What follows belongs to an exercise in optimizing a design on an open flow for small area and a short achievable clock period; a production flow would make more cautious choices.
No functional check of the RTL was part of any run shown here.

==> flow/design.v (outline; a module is shown in full before it is edited, if it fits) <==
// module cplx_mac: 853 lines
// module fa: 4 lines
// module ha: 4 lines
// module cadd44: 494 lines
// module magsel43: 14 lines
// module padd43: 265 lines
// module gt43: 309 lines
// module dft_bin_acc: 111 lines
module dft_bin_acc
#(
    parameter int N      = 256,
    parameter int PH_LAT = 6,
    parameter int ACC_W  = dft_pkg::ACC_W_DEF
) (
    input  logic                     CK,
    input  logic                     RST,
    input  logic                     START,
    input  logic signed [dft_pkg::PH_W-1:0]   cos0,
    input  logic signed [dft_pkg::PH_W-1:0]   sin0,
    input  logic signed [dft_pkg::PH_W-1:0]   cos1,
    input  logic signed [dft_pkg::PH_W-1:0]   sin1,
    output logic [dft_pkg::ADDR_W-1:0]        smp_addr,
    input  logic signed [dft_pkg::SMP_W-1:0]  smp_data,
    output logic signed [ACC_W-1:0]  re0,
    output logic signed [ACC_W-1:0]  im0,
    output logic signed [ACC_W-1:0]  re1,
    output logic signed [ACC_W-1:0]  im1,
    output logic                     busy,
    output logic                     done
    ,
    output logic [ACC_W-1:0]         mag0,
    output logic [ACC_W-1:0]         mag1
);
  // ...
==> flow/flow/run.sh <==
#!/bin/bash
# The standard layout (the standard.sh, unchanged synthesis), except that the
# buffers placed on the ports are plain buffers (buf_2, which timing repair may
# upsize) instead of the delay-type buffer buffer_ports picks by default.
set -euo pipefail
bash standard.sh synth > synth.log 2>&1
bash standard.sh "BUFFER_PORTS_ARGS=-buffer_cell sky130_fd_sc_hd__buf_2" finish > layout.log 2>&1
==> flow/standard.sh <==
#!/bin/bash
# synth_recipe.tcl (not shown) runs the flow's synth.tcl, then flattens the netlist and writes it again
# the make line also repeats each setting of config.mk as NAME=value (left out here)
make -C /OpenROAD-flow-scripts/flow DESIGN_CONFIG=/design/flow/config.mk WORK_HOME=/design/flow/orfs CLKGATE_MAP_FILE= SYNTH_SCRIPT=/design/flow/synth_recipe.tcl "${@:-finish}"
==> flow/config.mk <==
export PLATFORM = sky130hd
export DESIGN_NAME = dft_bin_acc
export DESIGN_NICKNAME = dft_bin_acc
export VERILOG_FILES = /design/flow/design.v
export SDC_FILE = /design/flow/constraint.sdc
export NUM_CORES = 4
export LEC_CHECK = 0
export CAP_MARGIN = 20
export CORE_MARGIN = 2
export CORE_UTILIZATION = 40
export CTS_CLUSTER_DIAMETER = 100
export CTS_CLUSTER_SIZE = 24
export SETUP_SLACK_MARGIN = 3.9
export SLEW_MARGIN = 20
export SYNTH_HIERARCHICAL = 1
==> flow/constraint.sdc <==
create_clock -name core_clock -period 9.5 [get_ports {CK}]
set_input_delay 1.9000 -clock core_clock [delete_from_list [all_inputs] [get_ports {CK}]]
set_output_delay 1.9000 -clock core_clock [all_outputs]
set_load 0.01 [all_outputs]
==> impl_metrics.toml, run 1 <==
[status]
status = "finished clean"

[layout]
clock_area_share_pct = 1.66
antennaDiodeCount = 2
buffers = 626
multiInputGateArea_mm2 = 0.0533
fin_util_pct = 43.7
nets = 8107
seq_share_pct = 18.2
multi_input_cells = 5175

[timing]
slew-limit-headroom_pct = 24.8

[route]
dr_wl_met2_mm = 116
drc = 0
routedWlPerCell_um = 26.1

[placed_design]
post-place-ws_ps = 2340

[global_route]
top_usage_layer = "met2"
grt_max_degree = 189

[floorplan]
die_h_um = 428
dieArea_mm2 = 0.183

[worst_setup_path]
worst_path_largest_cell_delay_ps = 640
critical_path.top_delay_family = "compound AO/OA/AOI/OAI gates"
reg2reg_depth = 21

[clock_network]
hold_buffers = 0
cts_buffer_depth = 3
path_clk_slew_ps = 100

[min_path]
hold_depth = 2
min_to = "cnt[3]"
==> inputs of run 2 (changes only) <==
--- a/flow/design.v
+++ b/flow/design.v
@@ -11,18 +11,18 @@
     input  logic        en,
     input  logic [8:0]  one,
     input  logic [8:0]  two,
     input  logic [8:0]  neg,
     input  logic [17:0] c,
     output logic [43:0] acc,
     output logic [42:0] mabs
 );
-    localparam logic [43:0] INIT = 44'haaaac000000;
-    logic [43:0] pn_q, g_q, p_q;
+    localparam logic [43:0] INITP = 44'haaaabffffff;   
+    logic [43:0] pn_q, g_q, p_q, p_in, g_in;
     logic [43:0] r0, r1;
     logic [18:0] pp0;
     logic [18:0] pp1;
     logic [18:0] pp2;
     logic [18:0] pp3;
     logic [18:0] pp4;
     logic [18:0] pp5;
     logic [18:0] pp6;
@@ -649,80 +649,80 @@
     ha u_th1_6_9 (.a(pp0[6]), .b(pp1[4]), .s(th1_6_9), .co(tk1_6_9));
     ha u_th1_7_10 (.a(pp0[7]), .b(pp1[5]), .s(th1_7_10), .co(tk1_7_10));
     fa u_ts1_8_12 (.a(pp0[8]), .b(pp1[6]), .c(pp2[4]), .s(ts1_8_12), .co(tc1_8_12));
     ha u_th1_8_11 (.a(pp3[2]), .b(pp4[0]), .s(th1_8_11), .co(tk1_8_11));
     fa u_ts1_9_13 (.a(pp0[9]), .b(pp1[7]), .c(pp2[5]), .s(ts1_9_13), .co(tc1_9_13));
     ha u_th1_9_12 (.a(pp3[3]), .b(pp4[1]), .s(th1_9_12), .co(tk1_9_12));
     fa u_ts1_10_14 (.a(pp0[10]), .b(pp1[8]), .c(pp2[6]), .s(ts1_10_14), .co(tc1_10_14));
     fa u_ts1_10_15 (.a(pp3[4]), .b(pp4[2]), .c(pp5[0]), .s(ts1_10_15), .co(tc1_10_15));
-    ha u_th1_10_13 (.a(neg[5]), .b(p_q[10]), .s(th1_10_13), .co(tk1_10_13));
+    ha u_th1_10_13 (.a(neg[5]), .b(p_in[10]), .s(th1_10_13), .co(tk1_10_13));
     fa u_ts1_11_16 (.a(pp0[11]), .b(pp1[9]), .c(pp2[7]), .s(ts1_11_16), .co(tc1_11_16));
     fa u_ts1_11_17 (.a(pp3[5]), .b(pp4[3]), .c(pp5[1]), .s(ts1_11_17), .co(tc1_11_17));
-    ha u_th1_11_14 (.a(p_q[11]), .b(g_q[10]), .s(th1_11_14), .co(tk1_11_14));
+    ha u_th1_11_14 (.a(p_in[11]), .b(g_in[10]), .s(th1_11_14), .co(tk1_11_14));
     fa u_ts1_12_18 (.a(pp2[8]), .b(pp3[6]), .c(pp4[4]), .s(ts1_12_18), .co(tc1_12_18));
     fa u_ts1_12_19 (.a(pp5[2]), .b(pp6[0]), .c(neg[6]), .s(ts1_12_19), .co(tc1_12_19));
-    fa u_ts1_12_20 (.a(p_q[12]), .b(g_q[11]), .c(th0_12_0), .s(ts1_12_20), .co(tc1_12_20));
+    fa u_ts1_12_20 (.a(p_in[12]), .b(g_in[11]), .c(th0_12_0), .s(ts1_12_20), .co(tc1_12_20));
     fa u_ts1_13_21 (.a(pp2[9]), .b(pp3[7]), .c(pp4[5]), .s(ts1_13_21), .co(tc1_13_21));
-    fa u_ts1_13_22 (.a(pp5[3]), .b(pp6[1]), .c(p_q[13]), .s(ts1_13_22), .co(tc1_13_22));
-    fa u_ts1_13_23 (.a(g_q[12]), .b(th0_13_1), .c(tk0_12_0), .s(ts1_13_23), .co(tc1_13_23));
+    fa u_ts1_13_22 (.a(pp5[3]), .b(pp6[1]), .c(p_in[13]), .s(ts1_13_22), .co(tc1_13_22));
+    fa u_ts1_13_23 (.a(g_in[12]), .b(th0_13_1), .c(tk0_12_0), .s(ts1_13_23), .co(tc1_13_23));
     fa u_ts1_14_24 (.a(pp5[4]), .b(pp6[2]), .c(pp7[0]), .s(ts1_14_24), .co(tc1_14_24));
-    fa u_ts1_14_25 (.a(neg[7]), .b(p_q[14]), .c(g_q[13]), .s(ts1_14_25), .co(tc1_14_25));
+    fa u_ts1_14_25 (.a(neg[7]), .b(p_in[14]), .c(g_in[13]), .s(ts1_14_25), .co(tc1_14_25));
     fa u_ts1_14_26 (.a(ts0_14_0), .b(th0_14_2), .c(tk0_13_1), .s(ts1_14_26), .co(tc1_14_26));
     fa u_ts1_15_27 (.a(pp5[5]), .b(pp6[3]), .c(pp7[1]), .s(ts1_15_27), .co(tc1_15_27));
-    fa u_ts1_15_28 (.a(p_q[15]), .b(g_q[14]), .c(ts0_15_1), .s(ts1_15_28), .co(tc1_15_28));
+    fa u_ts1_15_28 (.a(p_in[15]), .b(g_in[14]), .c(ts0_15_1), .s(ts1_15_28), .co(tc1_15_28));
     fa u_ts1_15_29 (.a(th0_15_3), .b(tc0_14_0), .c(tk0_14_2), .s(ts1_15_29), .co(tc1_15_29));
-    fa u_ts1_16_30 (.a(pp8[0]), .b(neg[8]), .c(p_q[16]), .s(ts1_16_30), .co(tc1_16_30));
-    fa u_ts1_16_31 (.a(g_q[15]), .b(ts0_16_2), .c(ts0_16_3), .s(ts1_16_31), .co(tc1_16_31));
+    fa u_ts1_16_30 (.a(pp8[0]), .b(neg[8]), .c(p_in[16]), .s(ts1_16_30), .co(tc1_16_30));
+    fa u_ts1_16_31 (.a(g_in[15]), .b(ts0_16_2), .c(ts0_16_3), .s(ts1_16_31), .co(tc1_16_31));
     fa u_ts1_16_32 (.a(th0_16_4), .b(tc0_15_1), .c(tk0_15_3), .s(ts1_16_32), .co(tc1_16_32));
-    fa u_ts1_17_33 (.a(pp8[1]), .b(p_q[17]), .c(g_q[16]), .s(ts1_17_33), .co(tc1_17_33));
+    fa u_ts1_17_33 (.a(pp8[1]), .b(p_in[17]), .c(g_in[16]), .s(ts1_17_33), .co(tc1_17_33));
     fa u_ts1_17_34 (.a(ts0_17_4), .b(ts0_17_5), .c(th0_17_5), .s(ts1_17_34), .co(tc1_17_34));
     fa u_ts1_17_35 (.a(tc0_16_2), .b(tc0_16_3), .c(tk0_16_4), .s(ts1_17_35), .co(tc1_17_35));
-    fa u_ts1_18_36 (.a(pp8[2]), .b(p_q[18]), .c(g_q[17]), .s(ts1_18_36), .co(tc1_18_36));
+    fa u_ts1_18_36 (.a(pp8[2]), .b(p_in[18]), .c(g_in[17]), .s(ts1_18_36), .co(tc1_18_36));
     fa u_ts1_18_37 (.a(ts0_18_6), .b(ts0_18_7), .c(th0_18_6), .s(ts1_18_37), .co(tc1_18_37));
     fa u_ts1_18_38 (.a(tc0_17_4), .b(tc0_17_5), .c(tk0_17_5), .s(ts1_18_38), .co(tc1_18_38));
-    fa u_ts1_19_39 (.a(pp7[5]), .b(pp8[3]), .c(p_q[19]), .s(ts1_19_39), .co(tc1_19_39));
-    fa u_ts1_19_40 (.a(g_q[18]), .b(ts0_19_8), .c(ts0_19_9), .s(ts1_19_40), .co(tc1_19_40));
+    fa u_ts1_19_39 (.a(pp7[5]), .b(pp8[3]), .c(p_in[19]), .s(ts1_19_39), .co(tc1_19_39));
+    fa u_ts1_19_40 (.a(g_in[18]), .b(ts0_19_8), .c(ts0_19_9), .s(ts1_19_40), .co(tc1_19_40));
     fa u_ts1_19_41 (.a(tc0_18_6), .b(tc0_18_7), .c(tk0_18_6), .s(ts1_19_41), .co(tc1_19_41));
     fa u_ts1_20_42 (.a(pp6[8]), .b(pp7[6]), .c(pp8[4]), .s(ts1_20_42), .co(tc1_20_42));
-    fa u_ts1_20_43 (.a(p_q[20]), .b(g_q[19]), .c(ts0_20_10), .s(ts1_20_43), .co(tc1_20_43));
+    fa u_ts1_20_43 (.a(p_in[20]), .b(g_in[19]), .c(ts0_20_10), .s(ts1_20_43), .co(tc1_20_43));
     fa u_ts1_20_44 (.a(th0_20_7), .b(tc0_19_8), .c(tc0_19_9), .s(ts1_20_44), .co(tc1_20_44));
     fa u_ts1_21_45 (.a(pp5[11]), .b(pp6[9]), .c(pp7[7]), .s(ts1_21_45), .co(tc1_21_45));
-    fa u_ts1_21_46 (.a(pp8[5]), .b(p_q[21]), .c(g_q[20]), .s(ts1_21_46), .co(tc1_21_46));
+    fa u_ts1_21_46 (.a(pp8[5]), .b(p_in[21]), .c(g_in[20]), .s(ts1_21_46), .co(tc1_21_46));
     fa u_ts1_21_47 (.a(ts0_21_11), .b(tc0_20_10), .c(tk0_20_7), .s(ts1_21_47), .co(tc1_21_47));
     fa u_ts1_22_48 (.a(pp4[14]), .b(pp5[12]), .c(pp6[10]), .s(ts1_22_48), .co(tc1_22_48));
-    fa u_ts1_22_49 (.a(pp7[8]), .b(pp8[6]), .c(p_q[22]), .s(ts1_22_49), .co(tc1_22_49));
-    fa u_ts1_22_50 (.a(g_q[21]), .b(th0_22_8), .c(tc0_21_11), .s(ts1_22_50), .co(tc1_22_50));
+    fa u_ts1_22_49 (.a(pp7[8]), .b(pp8[6]), .c(p_in[22]), .s(ts1_22_49), .co(tc1_22_49));
+    fa u_ts1_22_50 (.a(g_in[21]), .b(th0_22_8), .c(tc0_21_11), .s(ts1_22_50), .co(tc1_22_50));
     fa u_ts1_23_51 (.a(pp3[17]), .b(pp4[15]), .c(pp5[13]), .s(ts1_23_51), .co(tc1_23_51));
     fa u_ts1_23_52 (.a(pp6[11]), .b(pp7[9]), .c(pp8[7]), .s(ts1_23_52), .co(tc1_23_52));
-    fa u_ts1_23_53 (.a(p_q[23]), .b(g_q[22]), .c(tk0_22_8), .s(ts1_23_53), .co(tc1_23_53));
+    fa u_ts1_23_53 (.a(p_in[23]), .b(g_in[22]), .c(tk0_22_8), .s(ts1_23_53), .co(tc1_23_53));
     fa u_ts1_24_54 (.a(pp3[18]), .b(pp4[16]), .c(pp5[14]), .s(ts1_24_54), .co(tc1_24_54));
     fa u_ts1_24_55 (.a(pp6[12]), .b(pp7[10]), .c(pp8[8]), .s(ts1_24_55), .co(tc1_24_55));
-    ha u_th1_24_15 (.a(p_q[24]), .b(g_q[23]), .s(th1_24_15), .co(tk1_24_15));
+    ha u_th1_24_15 (.a(p_in[24]), .b(g_in[23]), .s(th1_24_15), .co(tk1_24_15));
     fa u_ts1_25_56 (.a(pp4[17]), .b(pp5[15]), .c(pp6[13]), .s(ts1_25_56), .co(tc1_25_56));
-    fa u_ts1_25_57 (.a(pp7[11]), .b(pp8[9]), .c(p_q[25]), .s(ts1_25_57), .co(tc1_25_57));
+    fa u_ts1_25_57 (.a(pp7[11]), .b(pp8[9]), .c(p_in[25]), .s(ts1_25_57), .co(tc1_25_57));
     fa u_ts1_26_58 (.a(pp4[18]), .b(pp5[16]), .c(pp6[14]), .s(ts1_26_58), .co(tc1_26_58));
     ha u_th1_26_16 (.a(pp7[12]), .b(pp8[10]), .s(th1_26_16), .co(tk1_26_16));
     fa u_ts1_27_59 (.a(pp5[17]), .b(pp6[15]), .c(pp7[13]), .s(ts1_27_59), .co(tc1_27_59));
     ha u_th1_28_17 (.a(pp5[18]), .b(pp6[16]), .s(th1_28_17), .co(tk1_28_17));
     ha u_th2_2_18 (.a(pp0[2]), .b(pp1[0]), .s(th2_2_18), .co(tk2_2_18));
     ha u_th2_3_19 (.a(pp0[3]), .b(pp1[1]), .s(th2_3_19), .co(tk2_3_19));
     fa u_ts2_4_60 (.a(pp0[4]), .b(pp1[2]), .c(pp2[0]), .s(ts2_4_60), .co(tc2_4_60));
-    ha u_th2_4_20 (.a(neg[2]), .b(p_q[4]), .s(th2_4_20), .co(tk2_4_20));
+    ha u_th2_4_20 (.a(neg[2]), .b(p_in[4]), .s(th2_4_20), .co(tk2_4_20));
     fa u_ts2_5_61 (.a(pp0[5]), .b(pp1[3]), .c(pp2[1]), .s(ts2_5_61), .co(tc2_5_61));
-    ha u_th2_5_21 (.a(p_q[5]), .b(g_q[4]), .s(th2_5_21), .co(tk2_5_21));
+    ha u_th2_5_21 (.a(p_in[5]), .b(g_in[4]), .s(th2_5_21), .co(tk2_5_21));
     fa u_ts2_6_62 (.a(pp2[2]), .b(pp3[0]), .c(neg[3]), .s(ts2_6_62), .co(tc2_6_62));
-    fa u_ts2_6_63 (.a(p_q[6]), .b(g_q[5]), .c(th1_6_9), .s(ts2_6_63), .co(tc2_6_63));
-    fa u_ts2_7_64 (.a(pp2[3]), .b(pp3[1]), .c(p_q[7]), .s(ts2_7_64), .co(tc2_7_64));
-    fa u_ts2_7_65 (.a(g_q[6]), .b(th1_7_10), .c(tk1_6_9), .s(ts2_7_65), .co(tc2_7_65));
-    fa u_ts2_8_66 (.a(neg[4]), .b(p_q[8]), .c(g_q[7]), .s(ts2_8_66), .co(tc2_8_66));
+    fa u_ts2_6_63 (.a(p_in[6]), .b(g_in[5]), .c(th1_6_9), .s(ts2_6_63), .co(tc2_6_63));
+    fa u_ts2_7_64 (.a(pp2[3]), .b(pp3[1]), .c(p_in[7]), .s(ts2_7_64), .co(tc2_7_64));
+    fa u_ts2_7_65 (.a(g_in[6]), .b(th1_7_10), .c(tk1_6_9), .s(ts2_7_65), .co(tc2_7_65));
+    fa u_ts2_8_66 (.a(neg[4]), .b(p_in[8]), .c(g_in[7]), .s(ts2_8_66), .co(tc2_8_66));
     fa u_ts2_8_67 (.a(ts1_8_12), .b(th1_8_11), .c(tk1_7_10), .s(ts2_8_67), .co(tc2_8_67));
-    fa u_ts2_9_68 (.a(p_q[9]), .b(g_q[8]), .c(ts1_9_13), .s(ts2_9_68), .co(tc2_9_68));
+    fa u_ts2_9_68 (.a(p_in[9]), .b(g_in[8]), .c(ts1_9_13), .s(ts2_9_68), .co(tc2_9_68));
     fa u_ts2_9_69 (.a(th1_9_12), .b(tc1_8_12), .c(tk1_8_11), .s(ts2_9_69), .co(tc2_9_69));
-    fa u_ts2_10_70 (.a(g_q[9]), .b(ts1_10_14), .c(ts1_10_15), .s(ts2_10_70), .co(tc2_10_70));
+    fa u_ts2_10_70 (.a(g_in[9]), .b(ts1_10_14), .c(ts1_10_15), .s(ts2_10_70), .co(tc2_10_70));
     fa u_ts2_10_71 (.a(th1_10_13), .b(tc1_9_13), .c(tk1_9_12), .s(ts2_10_71), .co(tc2_10_71));
     fa u_ts2_11_72 (.a(ts1_11_16), .b(ts1_11_17), .c(th1_11_14), .s(ts2_11_72), .co(tc2_11_72));
     fa u_ts2_11_73 (.a(tc1_10_14), .b(tc1_10_15), .c(tk1_10_13), .s(ts2_11_73), .co(tc2_11_73));
     fa u_ts2_12_74 (.a(ts1_12_18), .b(ts1_12_19), .c(ts1_12_20), .s(ts2_12_74), .co(tc2_12_74));
     fa u_ts2_12_75 (.a(tc1_11_16), .b(tc1_11_17), .c(tk1_11_14), .s(ts2_12_75), .co(tc2_12_75));
     fa u_ts2_13_76 (.a(ts1_13_21), .b(ts1_13_22), .c(ts1_13_23), .s(ts2_13_76), .co(tc2_13_76));
     fa u_ts2_13_77 (.a(tc1_12_18), .b(tc1_12_19), .c(tc1_12_20), .s(ts2_13_77), .co(tc2_13_77));
     fa u_ts2_14_78 (.a(ts1_14_24), .b(ts1_14_25), .c(ts1_14_26), .s(ts2_14_78), .co(tc2_14_78));
@@ -742,33 +742,33 @@
     fa u_ts2_21_92 (.a(ts1_21_45), .b(ts1_21_46), .c(ts1_21_47), .s(ts2_21_92), .co(tc2_21_92));
     fa u_ts2_21_93 (.a(tc1_20_42), .b(tc1_20_43), .c(tc1_20_44), .s(ts2_21_93), .co(tc2_21_93));
     fa u_ts2_22_94 (.a(ts1_22_48), .b(ts1_22_49), .c(ts1_22_50), .s(ts2_22_94), .co(tc2_22_94));
     fa u_ts2_22_95 (.a(tc1_21_45), .b(tc1_21_46), .c(tc1_21_47), .s(ts2_22_95), .co(tc2_22_95));
     fa u_ts2_23_96 (.a(ts1_23_51), .b(ts1_23_52), .c(ts1_23_53), .s(ts2_23_96), .co(tc2_23_96));
     fa u_ts2_23_97 (.a(tc1_22_48), .b(tc1_22_49), .c(tc1_22_50), .s(ts2_23_97), .co(tc2_23_97));
     fa u_ts2_24_98 (.a(ts1_24_54), .b(ts1_24_55), .c(th1_24_15), .s(ts2_24_98), .co(tc2_24_98));
     fa u_ts2_24_99 (.a(tc1_23_51), .b(tc1_23_52), .c(tc1_23_53), .s(ts2_24_99), .co(tc2_24_99));
-    fa u_ts2_25_100 (.a(g_q[24]), .b(ts1_25_56), .c(ts1_25_57), .s(ts2_25_100), .co(tc2_25_100));
+    fa u_ts2_25_100 (.a(g_in[24]), .b(ts1_25_56), .c(ts1_25_57), .s(ts2_25_100), .co(tc2_25_100));
     fa u_ts2_25_101 (.a(tc1_24_54), .b(tc1_24_55), .c(tk1_24_15), .s(ts2_25_101), .co(tc2_25_101));
-    fa u_ts2_26_102 (.a(p_q[26]), .b(g_q[25]), .c(ts1_26_58), .s(ts2_26_102), .co(tc2_26_102));
+    fa u_ts2_26_102 (.a(p_in[26]), .b(g_in[25]), .c(ts1_26_58), .s(ts2_26_102), .co(tc2_26_102));
     fa u_ts2_26_103 (.a(th1_26_16), .b(tc1_25_56), .c(tc1_25_57), .s(ts2_26_103), .co(tc2_26_103));
-    fa u_ts2_27_104 (.a(pp8[11]), .b(p_q[27]), .c(g_q[26]), .s(ts2_27_104), .co(tc2_27_104));
+    fa u_ts2_27_104 (.a(pp8[11]), .b(p_in[27]), .c(g_in[26]), .s(ts2_27_104), .co(tc2_27_104));
     fa u_ts2_27_105 (.a(ts1_27_59), .b(tc1_26_58), .c(tk1_26_16), .s(ts2_27_105), .co(tc2_27_105));
-    fa u_ts2_28_106 (.a(pp7[14]), .b(pp8[12]), .c(p_q[28]), .s(ts2_28_106), .co(tc2_28_106));
-    fa u_ts2_28_107 (.a(g_q[27]), .b(th1_28_17), .c(tc1_27_59), .s(ts2_28_107), .co(tc2_28_107));
+    fa u_ts2_28_106 (.a(pp7[14]), .b(pp8[12]), .c(p_in[28]), .s(ts2_28_106), .co(tc2_28_106));
+    fa u_ts2_28_107 (.a(g_in[27]), .b(th1_28_17), .c(tc1_27_59), .s(ts2_28_107), .co(tc2_28_107));
     fa u_ts2_29_108 (.a(pp6[17]), .b(pp7[15]), .c(pp8[13]), .s(ts2_29_108), .co(tc2_29_108));
-    fa u_ts2_29_109 (.a(p_q[29]), .b(g_q[28]), .c(tk1_28_17), .s(ts2_29_109), .co(tc2_29_109));
+    fa u_ts2_29_109 (.a(p_in[29]), .b(g_in[28]), .c(tk1_28_17), .s(ts2_29_109), .co(tc2_29_109));
     fa u_ts2_30_110 (.a(pp6[18]), .b(pp7[16]), .c(pp8[14]), .s(ts2_30_110), .co(tc2_30_110));
-    ha u_th2_30_22 (.a(p_q[30]), .b(g_q[29]), .s(th2_30_22), .co(tk2_30_22));
-    fa u_ts2_31_111 (.a(pp7[17]), .b(pp8[15]), .c(p_q[31]), .s(ts2_31_111), .co(tc2_31_111));
+    ha u_th2_30_22 (.a(p_in[30]), .b(g_in[29]), .s(th2_30_22), .co(tk2_30_22));
+    fa u_ts2_31_111 (.a(pp7[17]), .b(pp8[15]), .c(p_in[31]), .s(ts2_31_111), .co(tc2_31_111));
     ha u_th2_32_23 (.a(pp7[18]), .b(pp8[16]), .s(th2_32_23), .co(tk2_32_23));
-    ha u_th3_2_24 (.a(neg[1]), .b(p_q[2]), .s(th3_2_24), .co(tk3_2_24));
-    fa u_ts3_3_112 (.a(p_q[3]), .b(g_q[2]), .c(th2_3_19), .s(ts3_3_112), .co(tc3_3_112));
-    fa u_ts3_4_113 (.a(g_q[3]), .b(ts2_4_60), .c(th2_4_20), .s(ts3_4_113), .co(tc3_4_113));
+    ha u_th3_2_24 (.a(neg[1]), .b(p_in[2]), .s(th3_2_24), .co(tk3_2_24));
+    fa u_ts3_3_112 (.a(p_in[3]), .b(g_in[2]), .c(th2_3_19), .s(ts3_3_112), .co(tc3_3_112));
+    fa u_ts3_4_113 (.a(g_in[3]), .b(ts2_4_60), .c(th2_4_20), .s(ts3_4_113), .co(tc3_4_113));
     fa u_ts3_5_114 (.a(ts2_5_61), .b(th2_5_21), .c(tc2_4_60), .s(ts3_5_114), .co(tc3_5_114));
     fa u_ts3_6_115 (.a(ts2_6_62), .b(ts2_6_63), .c(tc2_5_61), .s(ts3_6_115), .co(tc3_6_115));
     fa u_ts3_7_116 (.a(ts2_7_64), .b(ts2_7_65), .c(tc2_6_62), .s(ts3_7_116), .co(tc3_7_116));
     fa u_ts3_8_117 (.a(ts2_8_66), .b(ts2_8_67), .c(tc2_7_64), .s(ts3_8_117), .co(tc3_8_117));
     fa u_ts3_9_118 (.a(ts2_9_68), .b(ts2_9_69), .c(tc2_8_66), .s(ts3_9_118), .co(tc3_9_118));
     fa u_ts3_10_119 (.a(ts2_10_70), .b(ts2_10_71), .c(tc2_9_68), .s(ts3_10_119), .co(tc3_10_119));
     fa u_ts3_11_120 (.a(ts2_11_72), .b(ts2_11_73), .c(tc2_10_70), .s(ts3_11_120), .co(tc3_11_120));
     fa u_ts3_12_121 (.a(ts2_12_74), .b(ts2_12_75), .c(tc2_11_72), .s(ts3_12_121), .co(tc3_12_121));
@@ -785,23 +785,23 @@
     fa u_ts3_23_132 (.a(ts2_23_96), .b(ts2_23_97), .c(tc2_22_94), .s(ts3_23_132), .co(tc3_23_132));
     fa u_ts3_24_133 (.a(ts2_24_98), .b(ts2_24_99), .c(tc2_23_96), .s(ts3_24_133), .co(tc3_24_133));
     fa u_ts3_25_134 (.a(ts2_25_100), .b(ts2_25_101), .c(tc2_24_98), .s(ts3_25_134), .co(tc3_25_134));
     fa u_ts3_26_135 (.a(ts2_26_102), .b(ts2_26_103), .c(tc2_25_100), .s(ts3_26_135), .co(tc3_26_135));
     fa u_ts3_27_136 (.a(ts2_27_104), .b(ts2_27_105), .c(tc2_26_102), .s(ts3_27_136), .co(tc3_27_136));
     fa u_ts3_28_137 (.a(ts2_28_106), .b(ts2_28_107), .c(tc2_27_104), .s(ts3_28_137), .co(tc3_28_137));
     fa u_ts3_29_138 (.a(ts2_29_108), .b(ts2_29_109), .c(tc2_28_106), .s(ts3_29_138), .co(tc3_29_138));
     fa u_ts3_30_139 (.a(ts2_30_110), .b(th2_30_22), .c(tc2_29_108), .s(ts3_30_139), .co(tc3_30_139));
-    fa u_ts3_31_140 (.a(g_q[30]), .b(ts2_31_111), .c(tc2_30_110), .s(ts3_31_140), .co(tc3_31_140));
-    fa u_ts3_32_141 (.a(p_q[32]), .b(g_q[31]), .c(th2_32_23), .s(ts3_32_141), .co(tc3_32_141));
-    fa u_ts3_33_142 (.a(pp8[17]), .b(p_q[33]), .c(g_q[32]), .s(ts3_33_142), .co(tc3_33_142));
-    ha u_th3_34_25 (.a(pp8[18]), .b(p_q[34]), .s(th3_34_25), .co(tk3_34_25));
+    fa u_ts3_31_140 (.a(g_in[30]), .b(ts2_31_111), .c(tc2_30_110), .s(ts3_31_140), .co(tc3_31_140));
+    fa u_ts3_32_141 (.a(p_in[32]), .b(g_in[31]), .c(th2_32_23), .s(ts3_32_141), .co(tc3_32_141));
+    fa u_ts3_33_142 (.a(pp8[17]), .b(p_in[33]), .c(g_in[32]), .s(ts3_33_142), .co(tc3_33_142));
+    ha u_th3_34_25 (.a(pp8[18]), .b(p_in[34]), .s(th3_34_25), .co(tk3_34_25));
     ha u_th4_0_26 (.a(pp0[0]), .b(neg[0]), .s(th4_0_26), .co(tk4_0_26));
-    fa u_ts4_1_143 (.a(pp0[1]), .b(p_q[1]), .c(g_q[0]), .s(ts4_1_143), .co(tc4_1_143));
-    fa u_ts4_2_144 (.a(g_q[1]), .b(th2_2_18), .c(th3_2_24), .s(ts4_2_144), .co(tc4_2_144));
+    fa u_ts4_1_143 (.a(pp0[1]), .b(p_in[1]), .c(g_in[0]), .s(ts4_1_143), .co(tc4_1_143));
+    fa u_ts4_2_144 (.a(g_in[1]), .b(th2_2_18), .c(th3_2_24), .s(ts4_2_144), .co(tc4_2_144));
     fa u_ts4_3_145 (.a(tk2_2_18), .b(ts3_3_112), .c(tk3_2_24), .s(ts4_3_145), .co(tc4_3_145));
     fa u_ts4_4_146 (.a(tk2_3_19), .b(ts3_4_113), .c(tc3_3_112), .s(ts4_4_146), .co(tc4_4_146));
     fa u_ts4_5_147 (.a(tk2_4_20), .b(ts3_5_114), .c(tc3_4_113), .s(ts4_5_147), .co(tc4_5_147));
     fa u_ts4_6_148 (.a(tk2_5_21), .b(ts3_6_115), .c(tc3_5_114), .s(ts4_6_148), .co(tc4_6_148));
     fa u_ts4_7_149 (.a(tc2_6_63), .b(ts3_7_116), .c(tc3_6_115), .s(ts4_7_149), .co(tc4_7_149));
     fa u_ts4_8_150 (.a(tc2_7_65), .b(ts3_8_117), .c(tc3_7_116), .s(ts4_8_150), .co(tc4_8_150));
     fa u_ts4_9_151 (.a(tc2_8_67), .b(ts3_9_118), .c(tc3_8_117), .s(ts4_9_151), .co(tc4_9_151));
     fa u_ts4_10_152 (.a(tc2_9_69), .b(ts3_10_119), .c(tc3_9_118), .s(ts4_10_152), .co(tc4_10_152));
@@ -823,42 +823,41 @@
     fa u_ts4_26_168 (.a(tc2_25_101), .b(ts3_26_135), .c(tc3_25_134), .s(ts4_26_168), .co(tc4_26_168));
     fa u_ts4_27_169 (.a(tc2_26_103), .b(ts3_27_136), .c(tc3_26_135), .s(ts4_27_169), .co(tc4_27_169));
     fa u_ts4_28_170 (.a(tc2_27_105), .b(ts3_28_137), .c(tc3_27_136), .s(ts4_28_170), .co(tc4_28_170));
     fa u_ts4_29_171 (.a(tc2_28_107), .b(ts3_29_138), .c(tc3_28_137), .s(ts4_29_171), .co(tc4_29_171));
     fa u_ts4_30_172 (.a(tc2_29_109), .b(ts3_30_139), .c(tc3_29_138), .s(ts4_30_172), .co(tc4_30_172));
     fa u_ts4_31_173 (.a(tk2_30_22), .b(ts3_31_140), .c(tc3_30_139), .s(ts4_31_173), .co(tc4_31_173));
     fa u_ts4_32_174 (.a(tc2_31_111), .b(ts3_32_141), .c(tc3_31_140), .s(ts4_32_174), .co(tc4_32_174));
     fa u_ts4_33_175 (.a(tk2_32_23), .b(ts3_33_142), .c(tc3_32_141), .s(ts4_33_175), .co(tc4_33_175));
-    fa u_ts4_34_176 (.a(g_q[33]), .b(th3_34_25), .c(tc3_33_142), .s(ts4_34_176), .co(tc4_34_176));
-    fa u_ts4_35_177 (.a(p_q[35]), .b(g_q[34]), .c(tk3_34_25), .s(ts4_35_177), .co(tc4_35_177));
-    ha u_th4_36_27 (.a(p_q[36]), .b(g_q[35]), .s(th4_36_27), .co(tk4_36_27));
-    ha u_th4_37_28 (.a(p_q[37]), .b(g_q[36]), .s(th4_37_28), .co(tk4_37_28));
-    ha u_th4_38_29 (.a(p_q[38]), .b(g_q[37]), .s(th4_38_29), .co(tk4_38_29));
-    ha u_th4_39_30 (.a(p_q[39]), .b(g_q[38]), .s(th4_39_30), .co(tk4_39_30));
-    ha u_th4_40_31 (.a(p_q[40]), .b(g_q[39]), .s(th4_40_31), .co(tk4_40_31));
-    ha u_th4_41_32 (.a(p_q[41]), .b(g_q[40]), .s(th4_41_32), .co(tk4_41_32));
-    ha u_th4_42_33 (.a(p_q[42]), .b(g_q[41]), .s(th4_42_33), .co(tk4_42_33));
-    ha u_th4_43_34 (.a(p_q[43]), .b(g_q[42]), .s(th4_43_34), .co(tk4_43_34));
-    assign r0 = {th4_43_34, th4_42_33, th4_41_32, th4_40_31, th4_39_30, th4_38_29, th4_37_28, th4_36_27, ts4_35_177, ts4_34_176, ts4_33_175, ts4_32_174, ts4_31_173, ts4_30_172, ts4_29_171, ts4_28_170, ts4_27_169, ts4_26_168, ts4_25_167, ts4_24_166, ts4_23_165, ts4_22_164, ts4_21_163, ts4_20_162, ts4_19_161, ts4_18_160, ts4_17_159, ts4_16_158, ts4_15_157, ts4_14_156, ts4_13_155, ts4_12_154, ts4_11_153, ts4_10_152, ts4_9_151, ts4_8_150, ts4_7_149, ts4_6_148, ts4_5_147, ts4_4_146, ts4_3_145, ts4_2_144, ts4_1_143, p_q[0]};
+    fa u_ts4_34_176 (.a(g_in[33]), .b(th3_34_25), .c(tc3_33_142), .s(ts4_34_176), .co(tc4_34_176));
+    fa u_ts4_35_177 (.a(p_in[35]), .b(g_in[34]), .c(tk3_34_25), .s(ts4_35_177), .co(tc4_35_177));
+    ha u_th4_36_27 (.a(p_in[36]), .b(g_in[35]), .s(th4_36_27), .co(tk4_36_27));
+    ha u_th4_37_28 (.a(p_in[37]), .b(g_in[36]), .s(th4_37_28), .co(tk4_37_28));
+    ha u_th4_38_29 (.a(p_in[38]), .b(g_in[37]), .s(th4_38_29), .co(tk4_38_29));
+    ha u_th4_39_30 (.a(p_in[39]), .b(g_in[38]), .s(th4_39_30), .co(tk4_39_30));
+    ha u_th4_40_31 (.a(p_in[40]), .b(g_in[39]), .s(th4_40_31), .co(tk4_40_31));
+    ha u_th4_41_32 (.a(p_in[41]), .b(g_in[40]), .s(th4_41_32), .co(tk4_41_32));
+    ha u_th4_42_33 (.a(p_in[42]), .b(g_in[41]), .s(th4_42_33), .co(tk4_42_33));
+    ha u_th4_43_34 (.a(p_in[43]), .b(g_in[42]), .s(th4_43_34), .co(tk4_43_34));
+    assign r0 = {th4_43_34, th4_42_33, th4_41_32, th4_40_31, th4_39_30, th4_38_29, th4_37_28, th4_36_27, ts4_35_177, ts4_34_176, ts4_33_175, ts4_32_174, ts4_31_173, ts4_30_172, ts4_29_171, ts4_28_170, ts4_27_169, ts4_26_168, ts4_25_167, ts4_24_166, ts4_23_165, ts4_22_164, ts4_21_163, ts4_20_162, ts4_19_161, ts4_18_160, ts4_17_159, ts4_16_158, ts4_15_157, ts4_14_156, ts4_13_155, ts4_12_154, ts4_11_153, ts4_10_152, ts4_9_151, ts4_8_150, ts4_7_149, ts4_6_148, ts4_5_147, ts4_4_146, ts4_3_145, ts4_2_144, ts4_1_143, p_in[0]};
     assign r1 = {tk4_42_33, tk4_41_32, tk4_40_31, tk4_39_30, tk4_38_29, tk4_37_28, tk4_36_27, tc4_35_177, tc4_34_176, tc4_33_175, tc4_32_174, tc4_31_173, tc4_30_172, tc4_29_171, tc4_28_170, tc4_27_169, tc4_26_168, tc4_25_167, tc4_24_166, tc4_23_165, tc4_22_164, tc4_21_163, tc4_20_162, tc4_19_161, tc4_18_160, tc4_17_159, tc4_16_158, tc4_15_157, tc4_14_156, tc4_13_155, tc4_12_154, tc4_11_153, tc4_10_152, tc4_9_151, tc4_8_150, tc4_7_149, tc4_6_148, tc4_5_147, tc4_4_146, tc4_3_145, tc4_2_144, tc4_1_143, tk4_0_26, th4_0_26};
     logic [43:0] v;
     assign p_q = ~pn_q;
+    assign p_in = init ? INITP : p_q;
+    assign g_in = g_q & ~{44{init}};
     cadd44 u_cpa (.p(p_q), .g(g_q), .v(v), .m(mabs));
-    assign acc = g_q;
+    assign acc = v;
     always_ff @(posedge clk or posedge rst) begin
         if (rst) begin
             pn_q <= '0;
             g_q  <= '0;
-        end else if (en) begin
+        end else begin
             pn_q <= ~(r0 ^ r1);
             g_q  <= r0 & r1;
-        end else begin
-            pn_q <= init ? INIT : v;
-            g_q  <= init ? INIT : v;
         end
     end
 endmodule
 module fa (input logic a, input logic b, input logic c, output logic s, output logic co);
     assign s  = a ^ b ^ c;
     assign co = (a & b) | (a & c) | (b & c);
 endmodule
 module ha (input logic a, input logic b, output logic s, output logic co);
--- a/flow/config.mk
+++ b/flow/config.mk
@@ -5,11 +5,11 @@
 export SDC_FILE = /design/flow/constraint.sdc
 export NUM_CORES = 4
 export LEC_CHECK = 0
 export CAP_MARGIN = 20
 export CORE_MARGIN = 2
 export CORE_UTILIZATION = 40
 export CTS_CLUSTER_DIAMETER = 100
 export CTS_CLUSTER_SIZE = 24
-export SETUP_SLACK_MARGIN = 3.9
+export SETUP_SLACK_MARGIN = 3.7
 export SLEW_MARGIN = 20
 export SYNTH_HIERARCHICAL = 1
==> impl_metrics.toml, run 2 <==
[min_path]
hold_depth = 2
hp-class = "register to register"

[clock_network]
cts_tree = "built"
cts.sinks = 558
cts_made_buffers = 40
clock_latency_ps = 670
htree_levels = 2
cts_root_buffer = "clkbuf_16"
cts_buffer_depth = 3
path_clk_slew_ps = 100

[synth]
syn-cell-area_mm2 = 0.0732
syn_avg_cell_area_um2 = 10.9
syn_inst = 6714
synth_warnings = 8

[layout]
regArea_mm2 = 0.0140
fin_area_mm2 = 0.0769
nets = 7967
area_growth_pct = 5.03
stdcell_count = 9162
fillers = 17400
multiInputGateArea_mm2 = 0.0531
drive_above_1_share_pct = 23.3
mostFrequentLayoutCells = "xnor2_1 (863), fa_1 (712), a22oi_2 (596)"
final_common_cell = "xnor2_1"

[worst_setup_path]
worst_path_largest_cell_delay_ps = 560
worstPathArrival_ps = 3900
critical_path.top_delay_family = "compound AO/OA/AOI/OAI gates"
path_class = "register to output port"
start_kind = "register"
required_ps = 7600
crit_path_top_delay_cell = "o21ai_0"
crit_fanout = 7
cp.depth = 11
cp.buffers_inverters = 1
cpMostUsedCell = "a21oi_1"
reg2reg_slack_ps = 3840
reg2reg_depth = 21
critPathCaptureType = "output port"
cp_cell_sequence = "ha_1 > o211ai_1 > a21oi_2 > o21ai_1 > a21oi_4 > a21oi_1 > o21ai_0 > a21o_1 > a21oi_1 > xnor2_1 > buf_2"

[route]
routedWlPerCell_um = 25.2
drc = 0
wl_mm = 231
drt_pre_antenna_iters = 8
via_count = 51400
detail-route-antenna-nets = 0
via_per_inst = 5.61
first_iter_violations = 3597

[run]
cap_violations = 0

[placed_design]
dpl.hpwl_mm = 169
place.gp.congestion = 0.898
placedCellCount = 8996
io_buffers = 381
placed_cell_area_mm2 = 0.0734

[floorplan]
core_mm2 = 0.182
start_util_pct = 40.1
die_h_um = 432
die_w_um = 432
ios = 392
dieArea_mm2 = 0.186
std_cell_rows = 157

[timing]
maxSlewViolCount = 0
rsz0062_at_grt = "yes"
hold_viol = 0
skew_ps = 31.9
worstMarginPinSlew_ps = 1100
period_share_pct = 61.1
setup_viol = 0
finalSetupTns_ps = 0
slew-limit-headroom_pct = 26.8
timing.fmax_ghz = 0.172
min_period_ps = 5800

[global_route]
grt_pass1_vias = 54500
overflow = 0
antenna_found_initial = 13
grt_pass1_wl_mm = 346
grt_max_degree = 141
grt.total_usage_pct = 24.4

[status]
status = "finished clean"
## run 2: cell type report
class	instances	area share [%]
Multi-Input combinational cell	5128	69.1
Clock inverter	23	0.451
Sequential cell	558	18.3
Antenna cell	6	0.0195
Inverter	483	2.37
Timing Repair Buffer	535	4.51
Clock buffer	44	1.39
Tap cell	2385	3.88
## run 2: repair_timing
item	CTS	global route
gates resized for setup	70	153
hold buffers	0	0
buffers inserted	27	47
gates cloned	6	13
pin swaps	18	47
setup endpoints to repair	200	191
## run 2: through the flow
step	util [%]	worst slack [ps]	hold WS (ps)
4_1_cts	41.4	3690	615
5_1_grt	42.1	3590	629
6_report	42.1	3700	613
3_5_place_dp	40.2	1820	597
2_1_floorplan	-	4150	576
3_3_place_gp	40.2	1910	590
## run 2: worst reg2reg max path: cells and delay by family, from the launching register on
family	cells	cell delay (ps)
AOI/OAI and AO/OA	7	1880
xor gates and xnor gates	1	220
adders and majority gates	3	940
buffers and inverters	5	980
DFF	1	400
muxes	2	540
and+or+nand+nor	3	610
## run 2: per-layer routing
layer,wire [um],track usage (%),share of wire [%],vias up
li1,-,-,-,22700
met1,92500,30.5,40,26400
met2,110000,40.3,48,1843
met3,14600,4.11,6.3,424
met4,13600,12.8,5.9,12
met5,80,0,0.035,-
## run 2: final timing paths
check	start	to
max in group asynchronous	RST	init_q
setup reg to reg	u_re0.pn_q[20]	p0_q[36]
hold reg to reg	u_im1.pn_q[0]	u_im1.g_q[0]
hold / removal	u_im1.pn_q[0]	u_im1.g_q[0]
min in group asynchronous	RST	two_q[2]
setup / recovery	p1_q[1]	mag1[29]
==> inputs of run 3 (changes only) <==
--- a/flow/config.mk
+++ b/flow/config.mk
@@ -8,7 +8,8 @@
 export CAP_MARGIN = 20
 export CORE_MARGIN = 2
-export CORE_UTILIZATION = 40
+export CORE_UTILIZATION = 65
 export CTS_CLUSTER_DIAMETER = 100
 export CTS_CLUSTER_SIZE = 24
+export PLACE_DENSITY = 0.8
 export SETUP_SLACK_MARGIN = 3.7
 export SLEW_MARGIN = 20
==> impl_metrics.toml, run 3 <==
[layout]
nets = 7954
drive_above_1_share_pct = 22.9
stdcell_count = 8257
multiInputGateArea_mm2 = 0.0529
area_growth_pct = 2.85
fillers = 8552
fin_util_pct = 67.2
mostFrequentLayoutCells = "xnor2_1 (864), fa_1 (712), a22oi_2 (596)"
final_common_cell = "xnor2_1"
regArea_mm2 = 0.0140

[route]
drc = 0
detail-route-antenna-nets = 0
wl_met1_mm = 83.8
drt_pre_antenna_iters = 7
first_iter_violations = 4786
dr.max_layer_used = "met5"
dr_wl_met2_mm = 99.3
via_per_inst = 6.44
met3_length_mm = 19.9
via_count = 53200
wl_mm = 216
routedWlPerCell_um = 26.2

[worst_setup_path]
cp.buffers_inverters = 3
reg2reg_slack_ps = 3700
required_ps = 10010
cp_cell_sequence = "inv_1 > a211oi_1 > o21ai_1 > a21o_1 > o21ai_0 > and2_1 > o221a_2 > mux2i_2 > xnor2_2 > nand2b_4 > o2111ai_1 > or4_4 > nor3_4 > o311ai_4 > o2111ai_4 > buf_12 > clkbuf_16 > mux2_1 > ha_1"
r2r_end = "p1_q[31]"
cp-startpoint = "u_re1.pn_q[1]"
crit_path_top_delay_cell = "o21ai_0"
timing.rr.start = "u_re1.pn_q[1]"
start_kind = "register"
cp.depth = 19
critPathCaptureType = "register"
crit_fanout = 20
cp-endpoint = "p1_q[31]"
reg2reg_depth = 19
worstPathArrival_ps = 6310
path_class = "register to register"
critical_path.top_delay_family = "compound AO/OA/AOI/OAI gates"
worst_path_largest_cell_delay_ps = 720

[global_route]
grt.total_usage_pct = 36.7
overflow = 0
grt_max_degree = 177
grt_pass1_wl_mm = 326
grt_pass1_vias = 54600
antenna_found_initial = 16

[floorplan]
die_h_um = 340
dieArea_mm2 = 0.115
die_w_um = 340
start_util_pct = 65.4
ios = 392
std_cell_rows = 123
core_mm2 = 0.112

[clock_network]
cts.sinks = 558
cts_root_buffer = "clkbuf_16"
htree_levels = 2
cts_tree = "built"
cts_buffer_depth = 3
clock_latency_ps = 630
path_clk_slew_ps = 100
cts_made_buffers = 35

[status]
status = "finished clean"

[timing]
worstMarginPinSlew_ps = 1090
rsz0062_at_grt = "yes"
fin_ws_ps = 3700
finalSetupTns_ps = 0
period_share_pct = 61.1
min_period_ps = 5800
skew_ps = 43.1
maxSlewViolCount = 0
slew-limit-headroom_pct = 27.5
timing.fmax_ghz = 0.172
setup_viol = 0
hold_viol = 0

[placed_design]
dpl.hpwl_mm = 157
place.gp.congestion = 0.953
post-place-ws_ps = 2340
placedCellCount = 8107
io_buffers = 381

[run]
cap_violations = 0

[synth]
syn_avg_cell_area_um2 = 10.9
synth_warnings = 8
syn_inst = 6714
syn-cell-area_mm2 = 0.0732

[min_path]
hp-class = "register to register"
run 3: timing repair:
item                                   CTS  global route
pin swaps                               15            43
setup endpoints to repair              175           157
hold buffers                             0             0
gates cloned                             2             8
endpoints found under the hold margin    0             0
buffers inserted                        18            60
resized for setup                       82           123
run 3: area by class of cell:
cell class                 instances  area share, %
clock buffer                      41           1.25
antenna                            3        0.00997
multi-input combinational       5123           70.3
inverter                         483           2.43
tap                             1500           2.49
clock inverter                    17          0.296
timing repair buffer             532           4.56
sequential                       558           18.7
run 3: worst min-delay path by stage:
| stage | slack (ps) | cells past startpoint | endpoint | startpoint |
|---|---|---|---|---|
| floorplan | 580 | 2 | u_im0.g_q[0] | u_im0.pn_q[0] |
| global placement | 580 | 2 | u_im1.g_q[0] | u_im1.pn_q[0] |
| detailed placement | 600 | 2 | u_re0.g_q[0] | u_re0.pn_q[0] |
| CTS | 620 | 2 | u_re0.g_q[0] | u_re0.pn_q[0] |
| global route | 650 | 2 | u_re0.g_q[0] | u_re0.pn_q[0] |
| finish | 620 | 2 | cnt[3] | cnt[3] |
run 3: stage by stage:
step / cell area [um2] / hold WS [ps]
global placement: 72200 / 584
global route: 75300 / 645
detailed placement: 72200 / 602
floorplan: 73300 / 576
CTS: 74100 / 624
finish: 75300 / 621
run 3: layer usage:
| metal | vias to the layer above | track usage, % |
|---|---|---|
| met5 | - | 0.123 |
| met4 | 16 | 20.5 |
| met3 | 587 | 7.87 |
| met2 | 2947 | 57.2 |
| met1 | 27000 | 47.8 |
| li1 | 22700 | - |
run 3: worst register-to-register path, stage by stage (launching register included):
cell	delay (ps)
dfrtp_1	370
inv_1	120
a211oi_1	360
o21ai_1	220
a21o_1	260
o21ai_0	720
and2_1	370
o221a_2	240
mux2i_2	80
xnor2_2	430
nand2b_4	230
o2111ai_1	150
or4_4	610
nor3_4	190
o311ai_4	160
o2111ai_4	150
buf_12	180
clkbuf_16	200
mux2_1	370
ha_1	280
==> inputs of run 4 (changes only) <==
--- a/flow/config.mk
+++ b/flow/config.mk
@@ -8,8 +8,8 @@
 export CAP_MARGIN = 20
 export CORE_MARGIN = 2
-export CORE_UTILIZATION = 65
+export CORE_UTILIZATION = 55
 export CTS_CLUSTER_DIAMETER = 100
 export CTS_CLUSTER_SIZE = 24
-export PLACE_DENSITY = 0.8
+export PLACE_DENSITY = 0.7
 export SETUP_SLACK_MARGIN = 3.7
 export SLEW_MARGIN = 20
==> impl_metrics.toml, run 4 <==
[route]
via_per_inst = 6.09
routedWlPerCell_um = 25.2
first_iter_violations = 4294
wl_mm = 215
via_count = 51900
drt_pre_antenna_iters = 6
drc = 0
detail-route-antenna-nets = 0

[worst_setup_path]
critical_path.top_delay_family = "compound AO/OA/AOI/OAI gates"
cp.buffers_inverters = 3
cp_cell_sequence = "a21o_1 > a21o_1 > a221o_2 > a211oi_4 > a21oi_1 > a211oi_4 > buf_12 > mux2i_1 > xor2_1 > nand2b_1 > o221ai_1 > o221ai_1 > a221oi_2 > o2111ai_4 > buf_12 > buf_16 > mux2_1 > ha_1"
required_ps = 10030
start_kind = "register"
crit_path_top_delay_cell = "xor2_1"
worstPathArrival_ps = 6260
worst_path_largest_cell_delay_ps = 670
path_class = "register to register"
critPathCaptureType = "register"
crit_fanout = 20

[layout]
drive_above_1_share_pct = 23.4
fin_util_pct = 57.5
final_common_cell = "xnor2_1"
fin_area_mm2 = 0.0758
stdcell_count = 8521
mostFrequentLayoutCells = "xnor2_1 (865), fa_1 (712), a22oi_2 (596)"
nets = 7962
area_growth_pct = 3.49

[floorplan]
ios = 392
die_h_um = 369
dieArea_mm2 = 0.136
die_w_um = 369
core_mm2 = 0.132
std_cell_rows = 133
start_util_pct = 55.6

[global_route]
grt_max_degree = 86
grt.total_usage_pct = 31.2
grt_pass1_vias = 53800
grt_pass1_wl_mm = 329
overflow = 0
antenna_found_initial = 15

[timing]
slew-limit-headroom_pct = 27.7
min_period_ps = 5730
timing.fmax_ghz = 0.174
fin_ws_ps = 3770
holdWs_ps = 615
hold_viol = 0
worstMarginPinSlew_ps = 1080
skew_ps = 40.5
finalSetupTns_ps = 0
setup_viol = 0
maxSlewViolCount = 0
period_share_pct = 60.3
rsz0062_at_grt = "yes"

[run]
cap_violations = 0

[status]
status = "finished clean"

[clock_network]
cts_root_buffer = "clkbuf_16"
cts_buffer_depth = 3
cts_made_buffers = 34
clock_latency_ps = 640
htree_levels = 2
hold_buffers = 0
path_clk_slew_ps = 100
cts.sinks = 558
cts_tree = "built"

[placed_design]
post-place-ws_ps = 2040
placedCellCount = 8364
place.gp.congestion = 0.940
placed_cell_area_mm2 = 0.0726
io_buffers = 381
dpl.hpwl_mm = 159

[synth]
syn-cell-area_mm2 = 0.0732
syn_avg_cell_area_um2 = 10.9
synth_warnings = 8
syn_inst = 6714

[min_path]
hp-class = "register to register"
## run 4: cell type report
class | count | area (um2)
Fill cell | 11300 | 56000
Multi-Input combinational cell | 5124 | 53000
Sequential cell | 558 | 14100
Timing Repair Buffer | 540 | 3490
Tap cell | 1755 | 2200
Inverter | 483 | 1830
Clock buffer | 42 | 965
Clock inverter | 14 | 190
Antenna cell | 5 | 12.5
## run 4: path summary, 6_finish.rpt
path	from	endpoint	slack [ps]	cells after the start
max in group asynchronous	RST	init_q	6390	4
worst min register to register	u_re1.pn_q[0]	u_re1.g_q[0]	620	2
worst max register to register	u_re1.g_q[20]	p1_q[24]	3770	18
worst min-delay path	u_re1.pn_q[0]	u_re1.g_q[0]	620	2
min in group asynchronous	RST	neg_q[5]	1430	2
worst max-delay path	u_re1.g_q[20]	p1_q[24]	3770	18
## run 4: what timing repair did
action                     4_1_cts  5_1_grt
setup endpoints to repair      174      205
buffers inserted                28       56
resized for setup               66      163
pin swaps                       18       42
cloned                           6        4
## run 4: layer usage
metal / GRT usage, % / vias up / wire [um]
li1: - / 22700 / -
met1: 41.5 / 26600 / 88500
met2: 50.9 / 2156 / 101000
met3: 5.21 / 432 / 16300
met4: 12.1 / 10 / 9250
met5: 0 / - / 61
## run 4: tightest hold or removal path, delay by kind of cell (launching register included)
kind                     cells  cell delay, ps
AND/OR/NAND/NOR              1              60
flip-flops                   1             350
adder cells (fa/ha/maj)      1             170
==> inputs of run 5 (changes only) <==
--- a/flow/config.mk
+++ b/flow/config.mk
@@ -8,9 +8,8 @@
 export CAP_MARGIN = 20
 export CORE_MARGIN = 2
-export CORE_UTILIZATION = 55
+export CORE_UTILIZATION = 40
 export CTS_CLUSTER_DIAMETER = 100
 export CTS_CLUSTER_SIZE = 24
-export PLACE_DENSITY = 0.7
-export SETUP_SLACK_MARGIN = 3.7
+export SETUP_SLACK_MARGIN = 3.9
 export SLEW_MARGIN = 20
 export SYNTH_HIERARCHICAL = 1
==> impl_metrics.toml, run 5 <==
[worst_setup_path]
worst_path_largest_cell_delay_ps = 510
reg2reg_depth = 24
cpMostUsedCell = "buf_4"
critPathCaptureType = "register"
r2r_end = "p1_q[28]"
timing.rr.start = "u_im1.g_q[20]"
start_kind = "register"
reg2reg_slack_ps = 3950
crit_path_top_delay_cell = "a222oi_1"
path_class = "register to register"
cp_cell_sequence = "a21o_1 > a21o_1 > a221o_1 > a211oi_4 > buf_4 > and2_4 > a211oi_4 > buf_4 > buf_12 > buf_12 > mux2i_2 > xnor2_2 > a222oi_1 > o2111ai_2 > nor3b_2 > buf_4 > o311ai_2 > buf_4 > buf_4 > buf_12 > o2111ai_4 > buf_6 > mux2_1 > ha_1"
required_ps = 10040
worstPathArrival_ps = 6100
crit_fanout = 15

[global_route]
grt_pass1_wl_mm = 349
grt.total_usage_pct = 24.6
grt_pass1_vias = 55000
grt_max_degree = 141
overflow = 0
antenna_found_initial = 15

[timing]
maxSlewViolCount = 0
holdWs_ps = 616
fin_ws_ps = 3950
hold_viol = 0
setup_viol = 0
finalSetupTns_ps = 0
timing.fmax_ghz = 0.180
min_period_ps = 5550
skew_ps = 33.2
worstMarginPinSlew_ps = 1090
rsz0062_at_grt = "yes"
period_share_pct = 58.5
slew-limit-headroom_pct = 27.0

[floorplan]
die_w_um = 432
die_h_um = 432
std_cell_rows = 157
core_mm2 = 0.182
dieArea_mm2 = 0.186
ios = 392
start_util_pct = 40.1

[route]
first_iter_violations = 3600
wl_mm = 233
drc = 0
detail-route-antenna-nets = 0
routedWlPerCell_um = 25.2
via_per_inst = 5.62
drt_pre_antenna_iters = 6
via_count = 51900

[layout]
stdcell_count = 9238
final_common_cell = "xnor2_1"
area_growth_pct = 7.44
drive_above_1_share_pct = 27.0
mostFrequentLayoutCells = "xnor2_1 (850), fa_1 (712), a22oi_2 (596)"
fin_area_mm2 = 0.0787
nets = 8040

[synth]
syn_avg_cell_area_um2 = 10.9
syn_inst = 6714
synth_warnings = 8
syn-cell-area_mm2 = 0.0732

[clock_network]
path_clk_slew_ps = 100
cts.sinks = 558
cts_tree = "built"
hold_buffers = 0
cts_buffer_depth = 3
clock_latency_ps = 660
cts_made_buffers = 40
cts_root_buffer = "clkbuf_16"
htree_levels = 2

[min_path]
hold_depth = 2
hp-class = "register to register"
min_to = "u_im1.g_q[0]"
min_from = "u_im1.pn_q[0]"

[placed_design]
io_buffers = 381
place.gp.congestion = 0.898
placedCellCount = 8996
dpl.hpwl_mm = 169
post-place-ws_ps = 1820
placed_cell_area_mm2 = 0.0734

[status]
status = "finished clean"

[run]
cap_violations = 0
## run 5: cell count changes in the layout (fill, tap and decap cells not counted), moves of 21 or more
cell	before	now
mux2_1	100	77
xor2_1	126	105
inv_2	27	67
inv_1	449	400
mux2_4	0	22
buf_4	126	173
## run 5: area by class of cell
type	instances	area, um2
Fill cell	17200	104000
Multi-Input combinational cell	5127	54100
Sequential cell	558	14100
Timing Repair Buffer	609	4220
Tap cell	2385	2980
Inverter	483	1850
Clock buffer	44	1070
Clock inverter	23	347
Antenna cell	9	22.5
## run 5: how the worst max path moves through the flow
stage                        start              to  slack (ps)  cells past startpoint
finish               u_im1.g_q[20]        p1_q[28]        3950                     24
global route        u_re1.pn_q[21]        p1_q[31]        3720                     24
CTS                        p0_q[1]        mag0[26]        3890                     10
detailed placement   u_re1.pn_q[9]         p1_q[8]        1820                     19
global placement     u_re1.pn_q[9]         p1_q[1]        1910                     19
floorplan                 sin0[16]  u_im0.pn_q[18]        4150                     11
## run 5: routing by layer
layer  global-route usage [%]  part of all wire [%]  up-vias
li1                         -                     -    22900
met3                     4.26                   6.4      465
met2                     40.8                    48     1933
met5                        0                 0.034        -
met1                     30.7                    40    26700
met4                     12.7                   6.0       12
## run 5: repair_timing
action                     in CTS  in global routing
resized for setup             177                311
gates cloned                   13                 10
pin swaps                      48                 93
setup endpoints to repair     240                206
hold endpoints to repair        0                  0
buffers inserted               66                 77
## run 5: critical path, delay by kind of cell, from the launching register on
kind / cells / cell delay (ps)
AO/OA/AOI/OAI: 9 / 2160
buffers and inverters: 9 / 1410
multiplexers: 2 / 490
flip-flops: 1 / 470
AND/OR/NAND/NOR: 2 / 400
adder cells (fa/ha/maj): 1 / 280
XOR/XNOR: 1 / 200
## run 5: through the flow
step | util, %
floorplan | -
global placement | 40.2
detailed placement | 40.2
CTS | 42.0
global route | 43.1
finish | 43.1
==> inputs of run 6 (changes only) <==
--- a/flow/config.mk
+++ b/flow/config.mk
@@ -9,7 +9,7 @@
 export CORE_MARGIN = 2
 export CORE_UTILIZATION = 40
-export CTS_CLUSTER_DIAMETER = 100
-export CTS_CLUSTER_SIZE = 24
-export SETUP_SLACK_MARGIN = 3.9
+export CTS_CLUSTER_DIAMETER = 110
+export CTS_CLUSTER_SIZE = 28
+export SETUP_SLACK_MARGIN = 3.7
 export SLEW_MARGIN = 20
 export SYNTH_HIERARCHICAL = 1
==> impl_metrics.toml, run 6 <==
[clock_network]
cts_tree = "built"
cts_made_buffers = 34
cts_root_buffer = "clkbuf_16"
htree_levels = 2
cts_buffer_depth = 3
hold_buffers = 0
clock_latency_ps = 660
cts.sinks = 558
path_clk_slew_ps = 110

[timing]
setup_viol = 0
slew-limit-headroom_pct = 27.2
min_period_ps = 5760
hold_viol = 0
timing.fmax_ghz = 0.174
worstMarginPinSlew_ps = 1090
rsz0062_at_grt = "yes"
finalSetupTns_ps = 0
maxSlewViolCount = 0
skew_ps = 59.7
period_share_pct = 60.6

[floorplan]
start_util_pct = 40.1
dieArea_mm2 = 0.186
die_w_um = 432
core_mm2 = 0.182
ios = 392
std_cell_rows = 157
die_h_um = 432

[worst_setup_path]
reg2reg_depth = 23
worstPathArrival_ps = 3860
reg2reg_slack_ps = 3790
start_kind = "register"
critPathCaptureType = "output port"
path_class = "register to output port"
timing.rr.start = "u_re1.pn_q[21]"
r2r_end = "p1_q[24]"
crit_fanout = 7
cp-startpoint = "p1_q[1]"
cp-endpoint = "mag1[29]"
required_ps = 7600

[status]
status = "finished clean"

[run]
cap_violations = 0

[route]
wl_mm = 231
drc = 0
drt_pre_antenna_iters = 6
routedWlPerCell_um = 25.1
first_iter_violations = 3562
via_per_inst = 5.60
via_count = 51400
detail-route-antenna-nets = 0

[layout]
drive_above_1_share_pct = 23.6
mostFrequentLayoutCells = "xnor2_1 (863), fa_1 (712), a22oi_2 (596)"
nets = 7976
final_common_cell = "xnor2_1"
area_growth_pct = 5.05
fin_util_pct = 42.2

[global_route]
antenna_found_initial = 16
grt_pass1_vias = 54300
grt.total_usage_pct = 24.3
grt_pass1_wl_mm = 345
grt_max_degree = 141
overflow = 0

[placed_design]
io_buffers = 381
place.gp.congestion = 0.898
dpl.hpwl_mm = 169

[min_path]
hp-class = "register to register"

[synth]
syn_inst = 6714
synth_warnings = 8
syn-cell-area_mm2 = 0.0732
syn_avg_cell_area_um2 = 10.9
## run 6: per-layer routing
layer / part of all wire, % / global-route usage, %
met4: 5.7 / 12.4
met5: 0.033 / 0
met2: 48 / 40.4
met1: 40 / 30.4
met3: 6.3 / 4.16
## run 6: cell type report
class | count | area, um2
inverters | 483 | 1830
flip-flops and latches | 558 | 14000
well taps | 2385 | 2980
repair buffers | 552 | 3630
clock buffers | 36 | 890
fillers | 17400 | 106000
multi-input cells | 5126 | 53200
diodes | 7 | 17.5
clock inverters | 22 | 323
## run 6: per-stage QoR
stage | hold WS [ps] | cells | area [um2] | setup WS, ps
after global placement | 590 | 8996 | 73400 | 1910
after global routing | 655 | 9167 | 76900 | 3560
after detailed placement | 597 | 8996 | 73400 | 1820
after CTS | 628 | 9089 | 75400 | 3720
final | 627 | 9169 | 76900 | 3740
after floorplan | 576 | 6723 | 73300 | 4150
## run 6: worst min path at each step
stage | start | cells after the start | end
final | cnt[3] | 2 | cnt[3]
after global routing | u_im1.pn_q[0] | 3 | u_im1.pn_q[0]
after CTS | u_re1.pn_q[0] | 2 | u_re1.g_q[0]
after detailed placement | u_im0.pn_q[0] | 2 | u_im0.g_q[0]
after global placement | u_re0.pn_q[0] | 2 | u_re0.g_q[0]
after floorplan | u_im0.pn_q[0] | 2 | u_im0.g_q[0]
## run 6: worst max-delay path, stage by stage, from the launching register on
cell and delay, ps:
dfrtp_1 360, ha_1 160, o211ai_1 180, a21oi_2 230, o21ai_1 130, a21oi_4 310, a21oi_1 200, o21ai_0 550
a21o_1 230, a21oi_1 80, xnor2_1 510, buf_2 250
## run 6: repair_timing
item | CTS | global route
setup endpoints to repair | 193 | 192
endpoints found under the hold margin | 0 | 0
setup buffers | 29 | 61
pin swaps | 19 | 42
gates resized for setup | 73 | 168
gates cloned | 6 | 12

==> what the ideal ports hide <==
The results above use ideal ports. As a check the final layouts listed here were re-extracted and re-timed, cells and wires unchanged.
Step 1: set_driving_cell puts a clkbuf_16 on CK and a buf_2 on each other input, an assumption about the parent block.
Step 2, shift: input delay + t, output delay - t, t = (earliest + latest rising clock arrival at the registers) / 2. This alone moves slack from input paths to output paths.
Three values: no drivers, after step 1, after step 2; two values: the first two.
run	t (ns)	setup WS [ns]	slew at the worst register clock pin (ns)
run 1	0.742	3.891 / 3.891 / 3.334	0.11 / 0.11
run 2	0.728	3.698 / 3.620 / 3.293	0.11 / 0.11
run 3	0.694	3.696 / 3.696 / 3.487	0.11 / 0.11
run 4	0.699	3.768 / 3.768 / 3.535	0.11 / 0.11
run 5	0.725	3.945 / 3.939 / 3.301	0.11 / 0.11
run 6	0.710	3.744 / 3.662 / 3.304	0.12 / 0.12
After both steps setup and hold are still met in every run listed. For run 5, which loses most, drivers alone change the setup slack by -0.006 ns; drivers and shift together by -0.644 ns.
